This is an optimization exercise on Yosys and OpenROAD, whose aim is small area, a short achievable clock period and few clock cycles per item, not a production implementation.
At most, simulation tests tie the RTL to the original design; equivalence was not proved.
Power is estimated from default activity; no workload was simulated.

==> flow/design.v (excerpt) <==
module stream_record_player #(
    parameter int DATA_WIDTH = 8,
    parameter int ADDR_WIDTH = 8
) (
    input  logic                  clk,
    input  logic                  reset,
    input  logic                  record,
    input  logic                  play,
    input  logic                  loop,
    input  logic [DATA_WIDTH-1:0] in_data,
    input  logic                  in_valid,
    input  logic                  in_last,
    output logic                  in_ready,
    output logic [DATA_WIDTH-1:0] out_data,
    output logic                  out_valid,
    output logic                  out_last,
    input  logic                  out_ready,
    output logic [ADDR_WIDTH:0]   stored_len,
    output logic                  overflow,
    output logic                  busy
);
make LEC_CHECK=0 CAP_MARGIN=20 CORE_MARGIN=2 CORE_UTILIZATION=40 SETUP_SLACK_MARGIN=2.7 SLEW_MARGIN=20 finish   # period 5.0 ns
run.sh (not shown) runs the stock make flow with config.mk's settings and CLKGATE_MAP_FILE= SYNTH_SCRIPT=/design/flow/synth_recipe.tcl, a recipe that flattens the netlist after the stock synthesis.
==> next run, changes <==
--- a/flow/design.v
+++ b/flow/design.v
@@ -19,19 +19,19 @@
     output logic                  overflow,
     output logic                  busy
 );
     localparam int                  DEPTH    = 1 << ADDR_WIDTH;
     localparam int                  SPB      = 3;                   
     localparam int                  SP       = 1 << SPB;            
     localparam int                  NTAP     = DEPTH / SP;
     localparam int                  TB       = ADDR_WIDTH - SPB;    
     localparam int                  DL       = SP;                  
-    localparam int                  FD       = 10;                   
+    localparam int                  FD       = 9;                   
     localparam int                  FB       = $clog2(FD);          
     localparam logic [ADDR_WIDTH:0] PTR_ONE  = {{ADDR_WIDTH{1'b0}}, 1'b1};
     localparam logic [ADDR_WIDTH:0] LAST_IDX = {1'b0, {ADDR_WIDTH{1'b1}}};
     localparam logic [ADDR_WIDTH-1:0] PH_START = ADDR_WIDTH'(SP - 2);
     logic loop_req;
     assign loop_req = loop;
     logic                   rec_cap, rec_done;
     logic                   rec_cap_n, rec_done_n;
     logic                   play_run, play_done;
@@ -206,19 +206,19 @@
     logic                   pop;
     logic                   fready;      
     logic [DATA_WIDTH:0]    rreg;
     logic                   rinfl;
     logic [FB-1:0]          fwp_d;
     assign rdata = tap[rpos[ADDR_WIDTH-1:SPB]];
     assign avail    = (nf != wcnt) && (!rec_cap || (nfp != wcnt));
     assign flast    = !rec_cap && (nfp == stored_len);
     assign fetch_ok = avail && (rpos[SPB-1:0] == '0) && !flush_d;
-    assign room     = (fcnt != FB'(FD));
+    assign room     = (fcnt != FB'(FD)) || pop;
     assign fetch    = fetch_ok && room;
     assign fcnt_up  = fcnt + 1'b1;
     assign fcnt_dn  = fcnt - 1'b1;
     always_ff @(posedge clk or posedge reset) begin
         if (reset) begin
             fcnt <= '0;
         end else if (flush_d) begin
             fcnt <= '0;
         end else if (fetch != pop) begin
Total power drops by 1.8%; wire length fell by 0.99%; worst setup slack improves by 12 ps; first-iteration DRC count grows by 4.4%; final area is lower by 0.31%; sequential share of layout area falls by 0.22 points; via count decreases by 1.4%; critical path depth increases by 2; non-clock buffer count increases by 35; hold slack gets better by 6.8 ps.
Function was not checked in any run of this note: the RTL went through the layout flow alone.

========
Setup of the baseline:
Another version of the RTL of stream_record_player (not shown whole).
Size in the first run: roughly 57000 um2 of cells after synthesis.
// stream_record_player
module stream_record_player #(
    parameter int DATA_WIDTH = 8,
    parameter int ADDR_WIDTH = 8
) (
    input  logic                  clk,
    input  logic                  reset,
    input  logic                  record,
    input  logic                  play,
    input  logic                  loop,
    input  logic [DATA_WIDTH-1:0] in_data,
    input  logic                  in_valid,
    input  logic                  in_last,
    output logic                  in_ready,
    output logic [DATA_WIDTH-1:0] out_data,
    output logic                  out_valid,
    output logic                  out_last,
    input  logic                  out_ready,
    output logic [ADDR_WIDTH:0]   stored_len,
    output logic                  overflow,
    output logic                  busy
);
export LEC_CHECK = 0
export CAP_MARGIN = 20
export CORE_MARGIN = 2
export CORE_UTILIZATION = 40
export CTS_BUF_LIST = sky130_fd_sc_hd__clkbuf_16
export CTS_CLUSTER_DIAMETER = 80
export CTS_CLUSTER_SIZE = 30
export SETUP_SLACK_MARGIN = 2.75
export SLEW_MARGIN = 20
create_clock -name core_clock -period 5.0 [get_ports {clk}]
What the candidate does differently from the baseline at the input level:
-- flow/design.v --
<<< the baseline, line 29
    localparam int                  TH       = NTAP / TL;
    localparam int                  DL       = SP;                  
    localparam int                  FD       = 10;                  
    localparam int                  FB       = 4;                   
    localparam logic [ADDR_WIDTH:0] PTR_ONE  = {{ADDR_WIDTH{1'b0}}, 1'b1};
>>> the candidate, line 29
    localparam int                  TH       = NTAP / TL;
    localparam int                  DL       = SP;                  
    localparam int                  FD       = 9;                   
    localparam int                  FB       = 4;                   
    localparam logic [ADDR_WIDTH:0] PTR_ONE  = {{ADDR_WIDTH{1'b0}}, 1'b1};
<<< the baseline, line 224
    logic                   pop;
    logic                   fready;      
    logic [DATA_WIDTH:0]    rreg;
    logic                   rinfl;
    logic [FB-1:0]          fwp_d;
    assign avail    = (nf != wcnt) && (!rec_cap || (nfp != wcnt));
    assign flast    = !rec_cap && (nfp == stored_len);
>>> the candidate, line 224
    logic                   pop;
    logic                   fready;      
    assign avail    = (nf != wcnt) && (!rec_cap || (nfp != wcnt));
    assign flast    = !rec_cap && (nfp == stored_len);
<<< the baseline, line 233
    assign restart  = flush_d || wrap_p;
    assign rinc     = (rpa == '1);
    assign fready   = occ[1] || (occ[0] && !rinfl);
    always_ff @(posedge clk) begin
        wrap_p <= fetch && flast;
>>> the candidate, line 230
    assign restart  = flush_d || wrap_p;
    assign rinc     = (rpa == '1);
    assign fready   = occ[0];
    always_ff @(posedge clk) begin
        wrap_p <= fetch && flast;
<<< the baseline, line 266
            if (pop)   frp <= (frp == FB'(FD - 1)) ? '0 : frp + 1'b1;
        end
        rinfl <= fetch;
        rreg  <= {flast, rdata};
        fwp_d <= fwp;
        if (rinfl) fmem[fwp_d] <= rreg;
    end
    assign pop = play_run_n && (!ov || out_ready) && fready && !flush_d;
>>> the candidate, line 263
            if (pop)   frp <= (frp == FB'(FD - 1)) ? '0 : frp + 1'b1;
        end
        if (fetch) fmem[fwp] <= {flast, rdata};
    end
    assign pop = play_run_n && (!ov || out_ready) && fready && !flush_d;
- Synthesis-stage register bit count is higher on the baseline
- On core utilization, the baseline and the candidate are basically level.
- Final worst setup slack: the candidate vs the baseline, no meaningful difference
- Changes observed in the candidate relative to the baseline: internal power summed over all cells now sits lower; DRC violations left did not really move.
- The candidate ends up with a die area that is about 0.8% lower than in the baseline.
- The baseline and the candidate ended up with nearly the same maximum frequency from static timing analysis.
- Looking only at share of power burned in the clock network, and setting everything else aside, the lower value of the baseline and the candidate goes to the candidate.
- The lower depth of the worst register-to-register path of the baseline and the candidate is in the baseline.
- The candidate vs. the baseline: overall fraction of global-route tracks in use now sits higher; total power draw now sits lower.
- The candidate was carried through to the last stage, and its layout satisfied the timing, design-rule and antenna checks.
Testbench counts of the candidate, summed over its fixed seeds: cycles 56,233, items 34,689.
For the baseline, only the layout was checked, not whether the RTL still works.

re-timing with driven ports:
The results above use ideal ports. As a check the final layouts listed here were re-extracted and re-timed, cells and wires unchanged. Step 1, drivers: a clkbuf_16 drives clk and a buf_2 each remaining input, both assumed. Step 2 times the ports against the registers' clock, not the clock port: input delays grow and output delays shrink by t, the midpoint of the rising clock arrivals with the driver on. Three values: no drivers, after step 1, after step 2; two values: the first two.
run	shift t [ns]	setup WS [ns]	clock arrival spread, ns	worst slew at a driven data input, ns
the first run of note 1	0.879	2.374 / 2.374 / 1.795	0.037 / 0.037	0.06
the second run of note 1	0.878	2.386 / 2.386 / 1.622	0.039 / 0.040	0.03
the baseline	0.762	2.697 / 2.619 / 2.082	0.042 / 0.041	0.04
the candidate	0.750	2.696 / 2.627 / 2.172	0.043 / 0.042	0.03
After both steps setup and hold are still met in every run listed. For the second run of note 1, which loses most, drivers alone change the setup slack by 0.000 ns; drivers and shift together by -0.764 ns.
